From an optimization exercise on the open Yosys and OpenROAD flow, aimed at small area; shortcuts taken in it are not production practice.
The RTL was checked by simulation tests, not by an equivalence proof against the original design.
Power is estimated from default activity; no workload was simulated.

== run A ==
==> flow/design.v (excerpt) <==
module reindeer_mm_timer_hub
#(
    parameter int              NUM_CMP       = 8,
    parameter int              ADDR_BITS     = 16,
    parameter int              PRESCALE_BITS = 8,
    parameter int              WB_TIMEOUT    = 255,
    parameter logic [XLEN-1:0] ERR_WORD      = 32'hDEAD_BEEF
) (
    input  logic                  clk,
    input  logic                  reset_n,
    input  logic                  sync_reset,
    input  logic                  data_read_enable,
    input  logic [XLEN_BYTES-1:0] data_write_enable,
    input  logic [ADDR_BITS-1:0]  data_rw_addr,
    input  logic [XLEN-1:0]       data_write_word,
    output logic                  WB_RD_CYC_O,
    output logic                  WB_RD_STB_O,
    output logic [ADDR_BITS-1:0]  WB_RD_ADR_O,
    input  logic [XLEN-1:0]       WB_RD_DAT_I,
    input  logic                  WB_RD_ACK_I,
    output logic                  WB_WR_CYC_O,
    output logic                  WB_WR_STB_O,
    output logic                  WB_WR_WE_O,
    output logic [XLEN_BYTES-1:0] WB_WR_SEL_O,
    output logic [ADDR_BITS-1:0]  WB_WR_ADR_O,
    output logic [XLEN-1:0]       WB_WR_DAT_O,
    input  logic                  WB_WR_ACK_I,
    output logic                  enable_out,
    output logic [XLEN-1:0]       word_out,
    output logic                  write_busy,
    output logic                  bus_error,
    output logic [NUM_CMP-1:0]    timer_irq,
  ...
Size in the first run: ~210 I/O pins, roughly 0.038 sq mm of cells after synthesis.
==> flow/config.mk <==
export PLATFORM = sky130hd
export DESIGN_NAME = reindeer_mm_timer_hub
export DESIGN_NICKNAME = reindeer_mm_timer_hub
export VERILOG_FILES = /design/flow/design.v
export SDC_FILE = /design/flow/constraint.sdc
export NUM_CORES = 4
export LEC_CHECK = 0
export ABC_AREA = 1
export CAP_MARGIN = 20
export CORE_MARGIN = 2
export CORE_UTILIZATION = 55
export PLACE_DENSITY = 0.7
export SLEW_MARGIN = 20
==> flow/constraint.sdc <==
create_clock -name core_clock -period 5.0 [get_ports {clk}]
set_input_delay 1.0000 -clock core_clock [delete_from_list [all_inputs] [get_ports {clk}]]
set_output_delay 1.0000 -clock core_clock [all_outputs]
set_load 0.01 [all_outputs]
standard.sh (not shown) runs the stock make flow with config.mk's settings and CLKGATE_MAP_FILE= SYNTH_SCRIPT=/design/flow/synth_recipe.tcl, a recipe that flattens the netlist after the stock synthesis.
==> flow/flow/run.sh <==
#!/bin/bash
# Own layout flow: the standard ORFS flow (standard.sh, unchanged synthesis)
# with the combinational logic re-mapped for area after floorplan
# (flow/restructure.tcl), smaller port buffers, and a clock tree without
# dummy loads built from clkbuf_8 sink clusters.
# Each tool's full output goes to a log file in this folder; ORFS also keeps
# its per-step logs under orfs/logs/.
set -euo pipefail
here=$(pwd)
export RMP_DIR="$here/rmp"
export POST_FLOORPLAN_TCL="$here/flow/restructure.tcl"
export BUFFER_PORTS_ARGS="-buffer_cell sky130_fd_sc_hd__buf_1"
export CTS_ARGS="-sink_clustering_enable -repair_clock_nets -dont_use_dummy_load -buf_list sky130_fd_sc_hd__clkbuf_8 -sink_clustering_size 26 -sink_clustering_max_diameter 50"
bash standard.sh finish > standard_flow.log 2>&1
==> flow/flow/restructure.tcl <==
# POST_FLOORPLAN hook: re-map the combinational logic of the standard
# synthesis for area with OpenROAD's restructure (ABC). Registers are not
# touched; placement and the later repair steps fix slew and timing.
# restructure maps to every cell of the liberty file it is given, so it gets
# a copy without the cells the platform marks don't-use.
set src [lindex $::env(LIB_FILES) 0]
file mkdir $::env(RMP_DIR)
set lib $::env(RMP_DIR)/restructure_cells.lib
set dont_use {}
foreach pat $::env(DONT_USE_CELLS) { lappend dont_use $pat }
set in [open $src r]
set out [open $lib w]
set skip 0
set depth 0
while {[gets $in line] >= 0} {
  if {!$skip && [regexp {^\s*cell\s*\(\s*"?([A-Za-z0-9_]+)"?\s*\)} $line -> name]} {
    foreach pat $dont_use {
      if {[string match $pat $name]} { set skip 1; set depth 0; break }
    }
  }
  if {$skip} {
    incr depth [expr {[string length $line] - [string length [string map {"\{" ""} $line]]}]
    incr depth [expr {[string length [string map {"\}" ""} $line]] - [string length $line]}]
    if {$depth <= 0 && [string first "\}" $line] >= 0} { set skip 0 }
    continue
  }
  puts $out $line
}
close $in
close $out
puts "Area before restructure: [sta::format_area [rsz::design_area] 0]"
restructure -target area -liberty_file $lib \
  -tielo_port sky130_fd_sc_hd__conb_1/LO -tiehi_port sky130_fd_sc_hd__conb_1/HI \
  -work_dir $::env(RMP_DIR) -abc_logfile $::env(RMP_DIR)/abc.log
puts "Area after restructure: [sta::format_area [rsz::design_area] 0]"
foreach inst [get_cells *] {
  set m [get_property [get_lib_cells -of_objects $inst] name]
  foreach pat $dont_use {
    if {[string match $pat $m]} { error "restructure placed don't-use cell $m" }
  }
}
The following lists how run B was set up differently from run A:
- PLACE_DENSITY: 0.7 -> 0.78
- CORE_UTILIZATION: 55 -> 65
==> flow/flow/run.sh <==
#!/bin/bash
# Own layout flow: the standard ORFS flow (standard.sh, unchanged synthesis)
# with the combinational logic re-mapped for area after floorplan
# (flow/restructure.tcl), smaller port buffers, and a clock tree without
# dummy loads built from clkbuf_4 and clkbuf_8 sink clusters.
# Each tool's full output goes to a log file in this folder; ORFS also keeps
# its per-step logs under orfs/logs/.
set -euo pipefail
here=$(pwd)
export RMP_DIR="$here/rmp"
export POST_FLOORPLAN_TCL="$here/flow/restructure.tcl"
export BUFFER_PORTS_ARGS="-buffer_cell sky130_fd_sc_hd__buf_1"
export CTS_ARGS="-sink_clustering_enable -repair_clock_nets -dont_use_dummy_load -buf_list \"sky130_fd_sc_hd__clkbuf_4 sky130_fd_sc_hd__clkbuf_8\" -sink_clustering_size 12 -sink_clustering_max_diameter 40"
bash standard.sh finish > standard_flow.log 2>&1
--- outcome ---
Compared run B against run A; reported sequential group power within noise.
Compared with run A, run B has less setup slack.
Looking at met2 routing resource usage after global routing, run B sits 6.9 points above run A.
Utilization of the core after routing ended up 10 points higher on run B than on run A.
Run B ended up with nor3_1 as its standard cell with the maximum stage delay on the critical path; run A ended up with a2bb2oi_1.
Comparing the two runs side by side, run B comes out behind run A on power.
Run B ended up with a higher transition at the pin with the smallest max-transition slack than run A did.
[compare] base=run A new=run B: final cell area excluding filler cells increased by 0.89% relative to the old numbers; fraction of cell area in non-clock buffers grew by 0.24 points; met1 routing resource usage after global routing picked up an extra 9.5 points; internal portion of total power saw an increase.
Higher layout overhead on the synthesized area among run A and run B: run B
Modified inputs, run C compared to run B
- setting GPL_TIMING_DRIVEN to 0 for the first time
- setting SETUP_SLACK_MARGIN to 0.4 for the first time
- changing CORE_UTILIZATION from 65 to 55
- changing PLACE_DENSITY from 0.78 to 0.7
==> flow/flow/run.sh <==
#!/bin/bash
# Own layout flow: the standard ORFS flow (standard.sh, unchanged synthesis)
# with the combinational logic re-mapped for area after floorplan
# (flow/restructure.tcl), smaller port buffers, and a clock tree without
# dummy loads built from clkbuf_8 sink clusters.
# Each tool's full output goes to a log file in this folder; ORFS also keeps
# its per-step logs under orfs/logs/.
set -euo pipefail
here=$(pwd)
export RMP_DIR="$here/rmp"
export POST_FLOORPLAN_TCL="$here/flow/restructure.tcl"
export BUFFER_PORTS_ARGS="-buffer_cell sky130_fd_sc_hd__buf_1"
export CTS_ARGS="-sink_clustering_enable -repair_clock_nets -dont_use_dummy_load -buf_list sky130_fd_sc_hd__clkbuf_8 -sink_clustering_size 20 -sink_clustering_max_diameter 50"
bash standard.sh finish > standard_flow.log 2>&1
--- outcome ---
[run C vs run B] proportion of layout cells with a drive suffix above 1: lower in run C. Cmp run C and run B / fraction of standard cell area in multi-input logic / lower: run B. Setup slack: run C more than run B. Going from run B to run C, x dimension of the die grows by 8.6%. Run C against run B; final non-filler cell area is down slightly. Run C ends up with a fraction of power spent switching nets that is 0.66 points higher than in run B. For the relative area of non-clock buffer cells in the final design, run C came in 2.4 points lower than run B did. Final standard cell count with taps included and fillers excluded (run C vs. run B) decreases slightly.

== fjord ==
Starting RTL as in the previous note.
## reindeer_mm_timer_hub
module reindeer_mm_timer_hub
#(
    parameter int              NUM_CMP       = 8,
    parameter int              ADDR_BITS     = 16,
    parameter int              PRESCALE_BITS = 8,
    parameter int              WB_TIMEOUT    = 255,
    parameter logic [XLEN-1:0] ERR_WORD      = 32'hDEAD_BEEF
) (
    input  logic                  clk,
    input  logic                  reset_n,
    input  logic                  sync_reset,
    input  logic                  data_read_enable,
    input  logic [XLEN_BYTES-1:0] data_write_enable,
    input  logic [ADDR_BITS-1:0]  data_rw_addr,
    input  logic [XLEN-1:0]       data_write_word,
    output logic                  WB_RD_CYC_O,
    output logic                  WB_RD_STB_O,
    output logic [ADDR_BITS-1:0]  WB_RD_ADR_O,
    input  logic [XLEN-1:0]       WB_RD_DAT_I,
    input  logic                  WB_RD_ACK_I,
    output logic                  WB_WR_CYC_O,
    output logic                  WB_WR_STB_O,
    output logic                  WB_WR_WE_O,
    output logic [XLEN_BYTES-1:0] WB_WR_SEL_O,
    output logic [ADDR_BITS-1:0]  WB_WR_ADR_O,
    output logic [XLEN-1:0]       WB_WR_DAT_O,
    input  logic                  WB_WR_ACK_I,
    output logic                  enable_out,
    output logic [XLEN-1:0]       word_out,
    output logic                  write_busy,
    output logic                  bus_error,
    output logic [NUM_CMP-1:0]    timer_irq,
    output logic                  timer_triggered
);
Settings: LEC_CHECK=0, ABC_AREA=1, CAP_MARGIN=20, CORE_MARGIN=2, CORE_UTILIZATION=55, GPL_TIMING_DRIVEN=0, PLACE_DENSITY=0.7, SLEW_MARGIN=20; clock period 5.0 ns.
==> flow/flow/run.sh <==
#!/bin/bash
# Own layout flow: the standard ORFS flow (standard.sh, unchanged synthesis)
# with the combinational logic re-mapped for area after floorplan
# (flow/restructure.tcl), smaller port buffers, and a clock tree without
# dummy loads built from clkbuf_8 sink clusters.
# Each tool's full output goes to a log file in this folder; ORFS also keeps
# its per-step logs under orfs/logs/.
set -euo pipefail
here=$(pwd)
export RMP_DIR="$here/rmp"
export POST_FLOORPLAN_TCL="$here/flow/restructure.tcl"
export BUFFER_PORTS_ARGS="-buffer_cell sky130_fd_sc_hd__buf_1"
export CTS_ARGS="-sink_clustering_enable -repair_clock_nets -dont_use_dummy_load -buf_list sky130_fd_sc_hd__clkbuf_8 -sink_clustering_size 20 -sink_clustering_max_diameter 50"
bash standard.sh finish > standard_flow.log 2>&1
Scripts as last shown in full above: flow/flow/restructure.tcl
fjord ran in full, but the layout does not pass; the checks complain about negative setup slack.
[inputs] onyx vs fjord
--- a/flow/config.mk
+++ b/flow/config.mk
@@ -7,8 +7,9 @@
 export LEC_CHECK = 0
 export ABC_AREA = 1
-export CAP_MARGIN = 20
+export CAP_MARGIN = 10
 export CORE_MARGIN = 2
 export CORE_UTILIZATION = 55
 export GPL_TIMING_DRIVEN = 0
 export PLACE_DENSITY = 0.7
-export SLEW_MARGIN = 20
+export SETUP_SLACK_MARGIN = 0.4
+export SLEW_MARGIN = 10
[summary]
- NOTE via density per instance fjord->onyx decreased slightly
- onyx — sequential share of cell area 0.38 points lower, fjord as reference
- onyx against fjord: clock share of power went up, all-layer global routing usage did not really move, utilization higher.
- Startpoint-to-endpoint class of the critical path = in -> reg: onyx; startpoint-to-endpoint class of the critical path = reg -> reg: fjord
- onyx ran to completion and came out clean on the timing, DRC and antenna checks.
#### Input delta (willow over onyx)
--- a/flow/config.mk
+++ b/flow/config.mk
@@ -7,9 +7,8 @@
 export LEC_CHECK = 0
 export ABC_AREA = 1
-export CAP_MARGIN = 10
+export CAP_MARGIN = 20
 export CORE_MARGIN = 2
 export CORE_UTILIZATION = 55
-export GPL_TIMING_DRIVEN = 0
 export PLACE_DENSITY = 0.7
-export SETUP_SLACK_MARGIN = 0.4
-export SLEW_MARGIN = 10
+export SETUP_SLACK_MARGIN = 0.2
+export SLEW_MARGIN = 20
--- outcome ---
From onyx to willow the numbers moved as follows: share of total power in the clock network -1.2 points; stage delay of the slowest cell on the critical path decreased 0.45 ns; final hold slack went up by 0.24 ns. No run among onyx and willow stopped early or left any final violation; all are clean.

static timing again, ports no longer ideal:
The results above use ideal ports. As a check the final layouts listed here were re-extracted and re-timed, cells and wires unchanged.
Step 1: set_driving_cell puts a clkbuf_16 on clk and a buf_2 on each other input, an assumption about the parent block.
Step 2 adds t to the input delays and takes it off the output delays; t is the mean of the earliest and latest rising clock arrival at the registers after step 1. Input paths then give back, and output paths get back, about the clock's delay inside the block.
Slacks: no drivers / after step 1 / after step 2; pairs: no drivers / after step 1.
run	t (ns)	slack for setup (ns)	worst setup path at the end	pins driven straight from the clock port
run A	0.756	0.260 / 0.260 / -0.316	input to register	1
run B	0.762	0.170 / 0.170 / -0.463	input to register	1
run C	0.770	0.276 / 0.312 / -0.458	input to register	1
fjord	0.768	-0.206 / -0.206 / -0.539	input to register	1
onyx	0.771	0.202 / 0.240 / -0.531	input to register	1
willow	0.760	0.435 / 0.435 / -0.202	input to register	1
Met with ideal ports but missed after step 2: setup timing in 5 of these runs. For run C, which loses most, drivers alone change the setup slack by +0.036 ns; drivers and shift together by -0.734 ns.
